Source: an optimization exercise on an open RTL-to-GDS flow (aim: small area and a short achievable clock period). Production flows keep margins and buffers that such runs may drop. No functional check of the RTL was part of this run. Power and IR drop assume default switching activity.

## flow/run.sh

```bash
#!/bin/bash
# Own layout flow: the standard steps (standard.sh), except that
#  - synthesis leaves out Yosys's full-adder extraction (ADDER_MAP_FILE
#    empty) and maps with flow/abc_area.script, a delay-targeted ABC
#    mapping with area recovery, in place of ORFS's ABC script
#    (flow/synth.tcl swaps the script; the registers are unchanged);
#  - ports are buffered with buf_4 cells and timing repair aims for a
#    larger setup margin.
# Each step's full output goes to its own log file here.
set -euo pipefail
export MY_ABC_SCRIPT=$PWD/flow/abc_area.script
bash standard.sh ADDER_MAP_FILE= SYNTH_SCRIPT=$PWD/flow/synth.tcl synth > synth.log 2>&1
bash standard.sh SETUP_SLACK_MARGIN=10 "BUFFER_PORTS_ARGS=-buffer_cell sky130_fd_sc_hd__buf_4" finish > layout.log 2>&1
```

## flow/abc_area.script

```
strash
dc2
dch
map -D 2250
topo
stime
```

## flow/synth.tcl

```tcl
# The standard flow's synthesis script with ABC's mapping script replaced by the one
# named in MY_ABC_SCRIPT; everything else, registers included, is as in
# the standard synthesis.
proc synth {args} { yosys synth -nofsm -noshare {*}$args }
proc my_abc_args {name1 name2 op} {
  set i [lsearch -exact $::abc_args -script]
  if {$i >= 0 && [lindex $::abc_args [expr {$i + 1}]] ne $::env(MY_ABC_SCRIPT)} {
    set ::abc_args [lreplace $::abc_args [expr {$i + 1}] [expr {$i + 1}] $::env(MY_ABC_SCRIPT)]
  }
}
trace add variable ::abc_args write my_abc_args
source $::env(SCRIPTS_DIR)/synth.tcl
# left out here: clear keep_hierarchy, flatten, clean up, hide names made inside functions, write 1_2_yosys.v
```

## standard.sh

```bash
#!/bin/bash
# synth_recipe.tcl (not shown) runs the flow's synth.tcl, then flattens the netlist and writes it again
# the make line also repeats each setting of config.mk as NAME=value (left out here)
make -C /OpenROAD-flow-scripts/flow DESIGN_CONFIG=/design/flow/config.mk WORK_HOME=/design/flow/orfs CLKGATE_MAP_FILE= SYNTH_SCRIPT=/design/flow/synth_recipe.tcl "${@:-finish}"
```

## config.mk

```make
export PLATFORM = sky130hd
export DESIGN_NAME = ternary_matmul_top
export DESIGN_NICKNAME = ternary_matmul_top
export VERILOG_FILES = /design/flow/design.v
export SDC_FILE = /design/flow/constraint.sdc
export NUM_CORES = 4
export LEC_CHECK = 0
export CAP_MARGIN = 20
export CORE_MARGIN = 2
export CORE_UTILIZATION = 60
export CTS_CLUSTER_DIAMETER = 100
export CTS_CLUSTER_SIZE = 30
export SLEW_MARGIN = 20
```

## constraint.sdc

```tcl
create_clock -name core_clock -period 14.0 [get_ports {clk}]
set_input_delay 2.8000 -clock core_clock [delete_from_list [all_inputs] [get_ports {clk}]]
set_output_delay 2.8000 -clock core_clock [all_outputs]
set_load 0.01 [all_outputs]
```

## design.v

```verilog
package ternary_pkg;
    localparam int compute_slices = 2;
    localparam int lanes_per_byte = 5;
    localparam int array_rows = lanes_per_byte * compute_slices;
    localparam int acc_count = array_rows * compute_slices;
    localparam int acc_width = 16;
    localparam int byte_width = 8;
    localparam int result_shift = 8;
    typedef logic [acc_width-1:0] acc_t;
    typedef logic [byte_width-1:0] byte_t;
endpackage
`timescale 1ns/1ps
module weight_unpacker(packed_weights, pos, neg);
  input [7:0] packed_weights;
  wire [7:0] packed_weights;
  output [4:0] pos;
  wire [4:0] pos;
  output [4:0] neg;
  wire [4:0] neg;
  wire _000_;
  wire _001_;
  wire _002_;
  wire _003_;
  wire _004_;
  wire _005_;
  wire _006_;
  wire _007_;
  wire _008_;
  wire _009_;
  wire _010_;
  wire _011_;
  wire _012_;
  wire _013_;
  wire _014_;
  wire _015_;
  wire _016_;
  wire _017_;
  wire _018_;
  wire _019_;
  wire _020_;
  wire _021_;
  wire _022_;
  wire _023_;
  wire _024_;
  wire _025_;
  wire _026_;
  wire _027_;
  wire _028_;
  wire _029_;
  wire _030_;
  wire _031_;
  wire _032_;
  wire _033_;
  wire _034_;
  wire _035_;
  wire _036_;
  wire _037_;
  wire _038_;
  wire _039_;
  wire _040_;
  wire _041_;
  wire _042_;
  wire _043_;
  wire _044_;
  wire _045_;
  wire _046_;
  wire _047_;
  wire _048_;
  wire _049_;
  wire _050_;
  wire _051_;
  wire _052_;
  wire _053_;
  wire _054_;
  wire _055_;
  wire _056_;
  wire _057_;
  wire _058_;
  wire _059_;
  wire _060_;
  wire _061_;
  wire _062_;
  wire _063_;
  wire _064_;
  wire _065_;
  wire _066_;
  wire _067_;
  wire _068_;
  wire _069_;
  wire _070_;
  wire _071_;
  wire _072_;
  wire _073_;
  wire _074_;
  wire _075_;
  wire _076_;
  wire _077_;
  wire _078_;
  wire _079_;
  wire _080_;
  wire _081_;
  wire _082_;
  wire _083_;
  wire _084_;
  wire _085_;
  wire _086_;
  wire _087_;
  wire _088_;
  wire _089_;
  wire _090_;
  wire _091_;
  wire _092_;
  wire _093_;
  wire _094_;
  wire _095_;
  wire _096_;
  wire _097_;
  wire _098_;
  wire _099_;
  wire _100_;
  wire _101_;
  wire _102_;
  wire _103_;
  wire _104_;
  wire _105_;
  wire _106_;
  wire _107_;
  wire _108_;
  wire _109_;
  wire _110_;
  wire _111_;
  wire _112_;
  wire _113_;
  wire _114_;
  wire _115_;
  wire _116_;
  wire _117_;
  wire _118_;
  wire _119_;
  wire _120_;
  wire _121_;
  assign _042_ = ~packed_weights[6];
  assign _043_ = packed_weights[2] | ~(packed_weights[5]);
  assign _044_ = packed_weights[1] & ~(packed_weights[4]);
  assign _045_ = packed_weights[3] & ~(packed_weights[0]);
  assign _046_ = packed_weights[1] | ~(packed_weights[4]);
  assign _047_ = packed_weights[3] | ~(packed_weights[0]);
  assign _048_ = _046_ & ~(_047_);
  assign _049_ = _044_ ? _045_ : _048_;
  assign _050_ = packed_weights[0] | ~(packed_weights[3]);
  assign _051_ = packed_weights[0] & ~(packed_weights[3]);
  assign _052_ = _051_ | _046_;
  assign _053_ = _050_ & ~(_052_);
  assign _054_ = _053_ | _049_;
  assign _055_ = ~_046_;
  assign _056_ = packed_weights[4] | ~(packed_weights[1]);
  assign _057_ = _056_ & ~(_050_);
  assign _058_ = _055_ ? _051_ : _057_;
  assign _059_ = _044_ & ~(_045_);
  assign _060_ = _059_ & ~(_051_);
  assign _061_ = _060_ | _058_;
  assign _062_ = _061_ | _054_;
  assign _063_ = _062_ | _043_;
  assign _064_ = packed_weights[5] | ~(packed_weights[2]);
  assign _065_ = _054_ & ~(_064_);
  assign _066_ = _043_ & _064_;
  assign _067_ = ~_066_;
  assign _068_ = _061_ & ~(_067_);
  assign _069_ = _068_ | _065_;
  assign _070_ = _063_ & ~(_069_);
  assign _071_ = _070_ | _042_;
  assign _072_ = packed_weights[7] & ~(packed_weights[6]);
  assign _073_ = ~(_067_ | _062_);
  assign _074_ = _064_ | ~(_061_);
  assign _075_ = _043_ | ~(_054_);
  assign _076_ = ~(_075_ & _074_);
  assign _077_ = _076_ | _073_;
  assign _078_ = _077_ & _072_;
  assign _079_ = packed_weights[7] & ~(_078_);
  assign _080_ = _071_ & ~(_079_);
  assign _081_ = ~(_057_ | _055_);
  assign _082_ = _081_ & ~(_067_);
  assign _083_ = _048_ | _044_;
  assign _084_ = ~(_083_ & packed_weights[5]);
  assign _085_ = _066_ | _059_;
  assign _086_ = _084_ & ~(_085_);
  assign _087_ = _086_ | _082_;
  assign _088_ = ~_087_;
  assign _089_ = _047_ | _056_;
  assign _090_ = ~packed_weights[3];
  assign _091_ = ~(packed_weights[5] | packed_weights[2]);
  assign _092_ = ~(_091_ | _086_);
  assign _093_ = _090_ & ~(_092_);
  assign _094_ = packed_weights[7] & packed_weights[4];
  assign _095_ = packed_weights[6] & packed_weights[5];
  assign _096_ = ~(_095_ & _094_);
  assign _097_ = _096_ | _093_;
  assign _098_ = _066_ | _052_;
  assign _099_ = _075_ & ~(_098_);
  assign _100_ = _099_ | _082_;
  assign _101_ = _097_ & ~(_100_);
  assign _102_ = _089_ & ~(_101_);
  assign _103_ = _087_ & ~(_102_);
  assign neg[3] = _080_ ? _088_ : _103_;
  assign _104_ = _092_ & ~(neg[3]);
  assign _105_ = _104_ & ~(packed_weights[7]);
  assign _106_ = packed_weights[3] & ~(_105_);
  assign _107_ = packed_weights[7] & ~(_104_);
  assign _108_ = neg[3] & _091_;
  assign _109_ = _094_ | packed_weights[3];
  assign _110_ = ~(_109_ | _108_);
  assign _111_ = _110_ & ~(_107_);
  assign _112_ = _111_ | _106_;
  assign _113_ = packed_weights[3] & ~(_108_);
  assign _114_ = packed_weights[7] | ~(_113_);
  assign _115_ = ~packed_weights[4];
  assign _116_ = _104_ | _115_;
  assign _117_ = _114_ & ~(_116_);
  assign _118_ = _117_ ^ packed_weights[6];
  assign _119_ = _118_ | ~(_112_);
  assign _120_ = ~_095_;
  assign _121_ = _115_ & ~(_112_);
  assign _000_ = _121_ | packed_weights[6];
  assign _001_ = _094_ ? _120_ : _000_;
  assign _002_ = ~(packed_weights[7] ^ packed_weights[4]);
  assign _003_ = _002_ & _113_;
  assign _004_ = _093_ & ~(_002_);
  assign _005_ = _090_ & ~(_002_);
  assign _006_ = _104_ & ~(_005_);
  assign _007_ = _006_ | _004_;
  assign _008_ = _007_ | _003_;
  assign _009_ = _118_ & ~(_008_);
  assign _010_ = _118_ & _110_;
  assign _011_ = _008_ & ~(_010_);
  assign pos[2] = _001_ ? _009_ : _011_;
  assign _012_ = _119_ & ~(pos[2]);
  assign _013_ = _121_ & ~(_042_);
  assign neg[2] = _012_ & ~(_013_);
  assign _014_ = packed_weights[4] & ~(_012_);
  assign _015_ = packed_weights[7] ^ packed_weights[5];
  assign _016_ = packed_weights[6] & ~(packed_weights[7]);
  assign _017_ = _016_ | _072_;
  assign _018_ = _017_ | ~(_097_);
  assign _019_ = packed_weights[5] & ~(_000_);
  assign _020_ = _018_ & ~(_019_);
  assign _021_ = _020_ | ~(_015_);
  assign _022_ = _014_ & ~(_021_);
  assign _023_ = _012_ | _115_;
  assign _024_ = _023_ & ~(_015_);
  assign _025_ = _000_ ? _024_ : _020_;
  assign neg[1] = _025_ | _022_;
  assign neg[0] = packed_weights[7] & ~(_020_);
  assign _026_ = ~(_072_ & _070_);
  assign _027_ = _072_ | _070_;
  assign _028_ = _016_ ^ _077_;
  assign _029_ = _027_ & ~(_028_);
  assign _030_ = _097_ & ~(_029_);
  assign pos[4] = _026_ & ~(_030_);
  assign pos[3] = _080_ ? _103_ : _102_;
  assign _031_ = _016_ | _015_;
  assign _032_ = _112_ & ~(_031_);
  assign _033_ = _032_ | _095_;
  assign _034_ = _017_ & _112_;
  assign _035_ = _015_ & ~(_034_);
  assign pos[1] = _014_ ? _033_ : _035_;
  assign _036_ = packed_weights[7] | packed_weights[5];
  assign _037_ = _023_ & ~(_036_);
  assign pos[0] = _020_ & ~(_037_);
  assign _038_ = ~(_027_ | _020_);
  assign _039_ = _077_ | ~(_016_);
  assign _040_ = _070_ & ~(_039_);
  assign _041_ = _040_ | _078_;
  assign neg[4] = _041_ | _038_;
endmodule
`timescale 1ns/1ps
module input_stager (
    input  logic       clk,
    input  logic       reset,
    input  logic       compute,
    input  logic [7:0] weights_in,
    input  logic [7:0] activations_in,
    output logic [9:0] row_pos,
    output logic [9:0] row_neg,
    output logic [7:0] act
);
    logic       slice;
    logic       slice_next;
    logic [7:0] fill_w0, fill_w1, fill_a0, held;
    logic [4:0] pos0, neg0, pos1, neg1;
    assign slice_next = !reset && compute && !slice;
    always_ff @(posedge clk) begin
        slice <= slice_next;
    end
    always_ff @(posedge clk) begin
        if (reset) begin
            fill_w0 <= 8'hff;
            fill_w1 <= 8'hff;
            fill_a0 <= 8'h00;
        end else if (slice) begin
            fill_w1 <= weights_in;
        end else begin
            fill_w0 <= weights_in;
            fill_a0 <= activations_in;
        end
    end
    always_ff @(posedge clk) begin
        if (slice) begin
            held <= reset ? 8'h00 : activations_in;
        end else if (slice_next) begin
            held <= fill_a0;
        end else if (reset) begin
            held <= 8'h00;
        end
    end
    always_ff @(posedge clk) begin
        if (slice || slice_next) begin
            act <= held;
        end else begin
            act <= fill_a0;
        end
    end
    weight_unpacker u_dec0 (.packed_weights(fill_w0), .pos(pos0), .neg(neg0));
    weight_unpacker u_dec1 (.packed_weights(fill_w1), .pos(pos1), .neg(neg1));
    always_ff @(posedge clk) begin
        if (!slice) begin
            row_pos <= {pos1, pos0};
            row_neg <= {neg1, neg0};
        end
    end
endmodule
`timescale 1ns/1ps
module mac_array (
    input  logic                   clk,
    input  logic                   clr_head,
    input  logic [9:0]             row_pos,
    input  logic [9:0]             row_neg,
    input  logic [7:0]             act,
    output ternary_pkg::acc_t [ternary_pkg::acc_count-1:0] acc_q
);
    for (genvar r = 0; r < ternary_pkg::array_rows; r++) begin : g_row
        logic [15:0] h, sum;
        logic [7:0]  t;
        logic [8:0]  c;
        logic [8:0]  ones, zeros;
        logic        inc, dec;
        assign h = clr_head ? 16'h0000 : acc_q[2*r];
        assign t    = ({8{row_pos[r]}} & act) | ({8{row_neg[r]}} & ~act);
        assign c[0] = row_neg[r];
        for (genvar i = 0; i < 8; i++) begin : g_lo
            assign sum[i]  = h[i] ^ t[i] ^ c[i];
            assign c[i+1]  = (h[i] & t[i]) | (c[i] & (h[i] ^ t[i]));
        end
        assign inc = c[8] & !t[7];
        assign dec = !c[8] & t[7];
        assign ones[0]  = 1'b1;
        assign zeros[0] = 1'b1;
        for (genvar i = 0; i < 8; i++) begin : g_hi
            assign ones[i+1]  = ones[i] & h[8+i];
            assign zeros[i+1] = zeros[i] & !h[8+i];
            assign sum[8+i]   = h[8+i] ^ ((inc & ones[i]) | (dec & zeros[i]));
        end
        always_ff @(posedge clk) begin
            acc_q[2*r]   <= acc_q[2*r+1];
            acc_q[2*r+1] <= sum;
        end
    end
endmodule
`timescale 1ns/1ps
module readout_queue (
    input  logic       clk,
    input  logic       reset,
    input  logic       compute,
    input  logic       clr,
    input  logic       clr_prev,
    input  logic       cap,
    input  logic       zero,
    input  ternary_pkg::acc_t [ternary_pkg::acc_count-1:0] acc_q,
    output logic [7:0] result_out
);
    localparam int N = ternary_pkg::acc_count;
    ternary_pkg::byte_t q [1:N-2];
    ternary_pkg::byte_t e [1:N-1];
    for (genvar n = 1; n < N; n++) begin : g_e
        if (n % 2 == 0) begin : g_head
            assign e[n] = cap ? (clr_prev ? 8'h00 : acc_q[n][15:8]) : q[n];
        end else if (n < N - 1) begin : g_tail
            assign e[n] = cap ? acc_q[n][15:8] : q[n];
        end else begin : g_last
            assign e[n] = cap ? acc_q[n][15:8] : q[n-1];
        end
    end
    always_ff @(posedge clk) begin
        for (int n = 1; n < N - 1; n++) begin
            q[n] <= e[n+1];
        end
    end
    always_ff @(posedge clk) begin
        if (reset) begin
            result_out <= '0;
        end else if (!compute) begin
            result_out <= clr ? 8'h00 : acc_q[1][15:8];
        end else begin
            result_out <= zero ? 8'h00 : e[1];
        end
    end
endmodule
`timescale 1ns/1ps
module ternary_matmul_top (
    input  logic       clk,
    input  logic       reset,
    input  logic [7:0] weights_in,
    input  logic [7:0] activations_in,
    input  logic       compute,
    output logic [7:0] result_out
);
    logic [9:0] row_pos, row_neg;
    logic [7:0] act;
    logic clr, clr_prev, clr_head, cap, zero;
    ternary_pkg::acc_t [ternary_pkg::acc_count-1:0] acc_q;
    always_ff @(posedge clk) begin
        clr      <= reset || !compute;
        clr_prev <= clr;
        clr_head <= reset || !compute || clr;
        cap      <= !reset && !compute;
        zero     <= reset || (zero && compute);
    end
    input_stager u_input_stager (
        .clk            (clk),
        .reset          (reset),
        .compute        (compute),
        .weights_in     (weights_in),
        .activations_in (activations_in),
        .row_pos         (row_pos),
        .row_neg        (row_neg),
        .act            (act)
    );
    mac_array u_mac_array (
        .clk      (clk),
        .clr_head (clr_head),
        .row_pos   (row_pos),
        .row_neg  (row_neg),
        .act      (act),
        .acc_q    (acc_q)
    );
    readout_queue u_readout_queue (
        .clk        (clk),
        .reset      (reset),
        .compute    (compute),
        .clr        (clr),
        .clr_prev   (clr_prev),
        .cap        (cap),
        .zero       (zero),
        .acc_q      (acc_q),
        .result_out (result_out)
    );
endmodule
```

==> results.txt <==
Yosys:
- Sorting the synthesized cells by area gives the leading types as sky130_fd_sc_hd__dfxtp_1 (51%), sky130_fd_sc_hd__nand2_1 (12%), sky130_fd_sc_hd__xor2_1 (7.6%).
- The Yosys warning count is 6.
- sky130_fd_sc_hd__dfxtp_1 takes more of the synthesized area than any other cell.
- The count of cell types in the netlist is 32.
- The post-synthesis instance area is 19,800 um^2.
- Of all flip-flops after synthesis, the portion carrying an async set or reset was 0.
- The synthesized design contains 36 enable-type register cells.
- Synthesis handed over a netlist of 2,305 instances.
- Counting instances in the post-synthesis netlist gives the leading cell types as sky130_fd_sc_hd__nand2_1 (650), sky130_fd_sc_hd__dfxtp_1 (502), sky130_fd_sc_hd__o21ai_0 (227).
- The post-synthesis net count is 2,324.
- The most used flip-flop cell after synthesis is sky130_fd_sc_hd__dfxtp_1.
- The post-synthesis register bit count is 538.
- The area fraction of the dominant cell type after synthesis is 0.508.
- Dividing the synthesized area by the synthesized cell count gives 8.58 um^2.
- The sequential fraction of the synthesis area is 0.563.
- By instance count, the leading cell after synthesis is sky130_fd_sc_hd__nand2_1.

Floorplan:
- The area of the die is 34,400 um^2.
- The number of core rows is 66.
- The initial utilization of the core area, before any placement, comes to 0.609.
- The chip height is 186 um.
- The core footprint is 32,500 um^2.
- The overall die width is 186 um.
- During I/O placement, the number of pins put on the boundary was 27.

Setup path:
- The kind of cell with the highest combined delay along the critical path is flip-flops.
- The critical path is of the flip-flop to output pin type.
- The library cell contributing the largest single delay on the critical path is sky130_fd_sc_hd__dfxtp_1.
- The endpoint class of the critical path is an output pin.
- The worst setup slack for register-to-register paths is 10.21 ns.
- The largest fanout of any net on the critical path is 1.
- For the worst setup path, the data arrival time is 1.01 ns.
- STA classifies the critical path startpoint as a flip-flop.
- The number of buffers and inverters on the critical path is 1.
- Traced cell by cell, the critical path runs through buf_4.
- The stage delay of the slowest cell on the critical path is 0.35 ns.
- At the worst endpoint, the required time is 11.20 ns.

STA:
- The final-report hold violation count is 0.
- Across the routed clock network, the largest skew measured is 0.0200 ns.
- Across all hold checks on the routed design, the worst slack comes to 0.333 ns.
- For the final routed database, the setup TNS stands at 0 ns.
- Setup repair after global routing could not meet its margin everywhere.
- The total count of max-transition violations in the final report is 0.
- The routed design could run at a clock period as short as 3.81 ns.
- Setup violations remaining at the end of the flow were counted as 0.
- The worst pin sits at a relative slew slack of 0.368.
- The post-route fraction of the period consumed by the critical path is 0.272.
- The peak clock frequency supported by timing is 0.263 GHz.
- The pin slew with the least headroom to its limit is 0.949 ns.

Run:
- The number of max-cap violations is 0.

Place:
- The count of port buffers added during placement is 26.
- The final RePlAce weighted congestion is 0.881.
- The cell area after placement is 20,600 um^2.
- After legalization and detailed placement, the total HPWL measured 23,800 um.

Detailed routing:
- Dividing the detail-routed via count by the number of cells gives 5.16.
- The count of nets left with antenna violations once routing finished came out at 0.
- The number of iterations in the first detailed-routing pass is 5.
- The count of vias placed by the detailed router is 14,500.
- For this run, design rule violations remaining after detail routing come to 0.
- The DRC marker count from the first detailed-route iteration is 891.
- The wire length reported by the detailed router is 38,000 um.
- In the final routed layout, each cell accounts on average for 13.5 um.

CTS:
- The source-to-sink clock delay at the later pin of the worst-skew pair is 0.55 ns.
- The clock sink count is 538.
- The longest clock path from root to sink contains 3 buffers.
- The total CTS buffers is 21.
- The CTS tree is built.
- The CTS root buffer is sky130_fd_sc_hd__clkbuf_16.
- The clock input transition at the sequential cells of the worst setup and hold paths is 0.12 ns.
- CTS built an H-tree with a depth of 1.

Pwr:
- The completed layout was analyzed and its total power is 0.00368 W.
- The standby leakage power is 8.89 nW.
- Dividing total power by cell area gives a power density of 171 nW/um^2.
- VDD sags by at most 89.6 uV.

GRT:
- The total global routing overflow is 0.
- The global router's overall resource usage is 0.217.
- The via count of the first global-routing pass is 13,600.
- The largest net degree at the start of global routing is 144.
- The number of antenna violations at the first check in global routing is 0.
- The first global-routing pass estimated 62,300 um of wire.

Finish:
- The post-layout instance area is 21,500 um^2.
- The final-stage net count is 2,388.
- The antenna diode count is 0.
- From synthesis to final layout, the design area changed by 8.79%.
- The share of cells above drive strength 1 is 0.0581.
- At the end of the flow the core is filled with cells to 0.663.

Outcome:
- The run finished with no timing, DRC or antenna violations.

Min path:
- The path class of the tightest hold or removal check is flip-flop to flip-flop.
==> cell families (layout without fill, tap and decap cells) <==
| group | after synthesis | count (layout) | share of synthesized area |
|---|---|---|---|
| DFF | 538 | 538 | 0.563 |
| buffers and inverters | 189 | 260 | 0.0359 |
| and+or+nand+nor | 989 | 989 | 0.200 |
| muxes | 5 | 5 | 0.00260 |
| xor gates and xnor gates | 231 | 231 | 0.102 |
| AOI/OAI and AO/OA | 353 | 353 | 0.0958 |
==> report_power, final <==
part | switching, W | internal, W
clock network | 0.000438 | 0.000287
logic | 0.000434 | 0.000276
registers | 0.000209 | 0.00204
total | 0.00108 | 0.00260
==> final cells by class <==
type,count,area [um^2]
sequential,538,11200
fill,2817,10900
multi-input combinational,1578,8130
inverter,189,749
clock buffer,29,566
tap,442,553
timing repair buffer,40,335
timing repair inverter,1,11.3
clock inverter,1,8.76
==> through the flow <==
step,worst slack [ns],std cells
global placement,9.41,2778
global route,9.91,2818
floorplan,10.09,2305
finish,10.19,2818
CTS,10.02,2809
detailed placement,9.28,2778
==> layer usage <==
layer,GRT usage,share of wire,wire length (um),vias to the layer above
met3,0.0235,0.028,1070,43
met4,0.0460,0.019,717,0
li1,-,-,-,7573
met1,0.283,0.48,18200,6746
met2,0.390,0.47,18000,178
met5,0,0,0,-
==> cell usage in the layout, fill, tap and decap left out, drive strengths merged, types with 2 or more instances in the layout <==
| cell | synthesis | routed |
|---|---|---|
| a211oi | 2 | 2 |
| a21oi | 72 | 72 |
| a22oi | 9 | 9 |
| a31oi | 3 | 3 |
| and3 | 8 | 8 |
| buf | 0 | 40 |
| clkbuf | 0 | 29 |
| clkinv | 189 | 183 |
| clkinvlp | 0 | 2 |
| dfxtp | 502 | 502 |
| edfxtp | 36 | 36 |
| inv | 0 | 6 |
| mux2i | 4 | 4 |
| nand2 | 650 | 650 |
| nand3 | 97 | 97 |
| nand4 | 7 | 7 |
| nor2 | 181 | 181 |
| nor3 | 34 | 34 |
| nor4 | 2 | 2 |
| o211ai | 13 | 13 |
| o21a | 6 | 6 |
| o21ai | 227 | 227 |
| o221ai | 3 | 3 |
| o22ai | 12 | 12 |
| o311ai | 2 | 2 |
| or2 | 5 | 5 |
| or3 | 3 | 3 |
| xnor2 | 60 | 60 |
| xor2 | 171 | 171 |
==> state kept, by name, indices dropped and copies added, names as in the netlist <==
signal and cells:
cap 1, clr 1, clr_head 1, clr_prev 1, u_input_stager.act 8, u_input_stager.fill_a0 8, u_input_stager.fill_w0 8, u_input_stager.fill_w1 8
u_input_stager.held 8, u_input_stager.row_neg 10, u_input_stager.row_pos 10, u_input_stager.slice 1, u_mac_array.acc_q 320, u_readout_queue.q 144, u_readout_queue.result_out 8, zero 1
==> what timing repair did <==
item	4_1_cts	5_1_grt
gates resized for setup	18	60
cloned	0	1
endpoints found under the hold margin	0	0
hold buffers	0	0
endpoints found under the setup margin	47	47
pin swaps	1	7
buffers inserted	1	8
==> final timing paths <==
| check | from | to | cells after the start |
|---|---|---|---|
| worst max register to register | u_input_stager.fill_w1[3]$_SDFFE_PP1P_ | u_input_stager.row_neg[6]$_DFFE_PN_ | 16 |
| worst min-delay path | u_mac_array.acc_q[112]$_DFF_P_ | u_mac_array.acc_q[96]$_DFF_P_ | 0 |
| worst max-delay path | u_readout_queue.result_out[2]$_SDFF_PP0_ | result_out[2] | 1 |
| worst min register to register | u_mac_array.acc_q[112]$_DFF_P_ | u_mac_array.acc_q[96]$_DFF_P_ | 0 |

## afterwards: timing with drivers on the ports
The results above use ideal ports. As a check the final layout listed here was re-extracted and re-timed, cells and wires unchanged.
Step 1, drivers: a clkbuf_16 drives clk and a buf_2 each remaining input, both assumed.
Step 2 also shifts input and output timing later by t, the mid clock arrival at the registers, as if the neighbouring blocks saw the same clock.
Slacks: ideal ports / drivers / drivers and shift; pairs: ideal ports / drivers.
t (ns): 0.595
setup WS [ns]: 10.191 / 10.139 / 9.652
worst hold slack (ns): 0.333 / 0.333 / 0.333
After both steps setup and hold are still met in this run. The setup slack of this run moves by -0.052 ns with the drivers and by -0.539 ns with both steps.
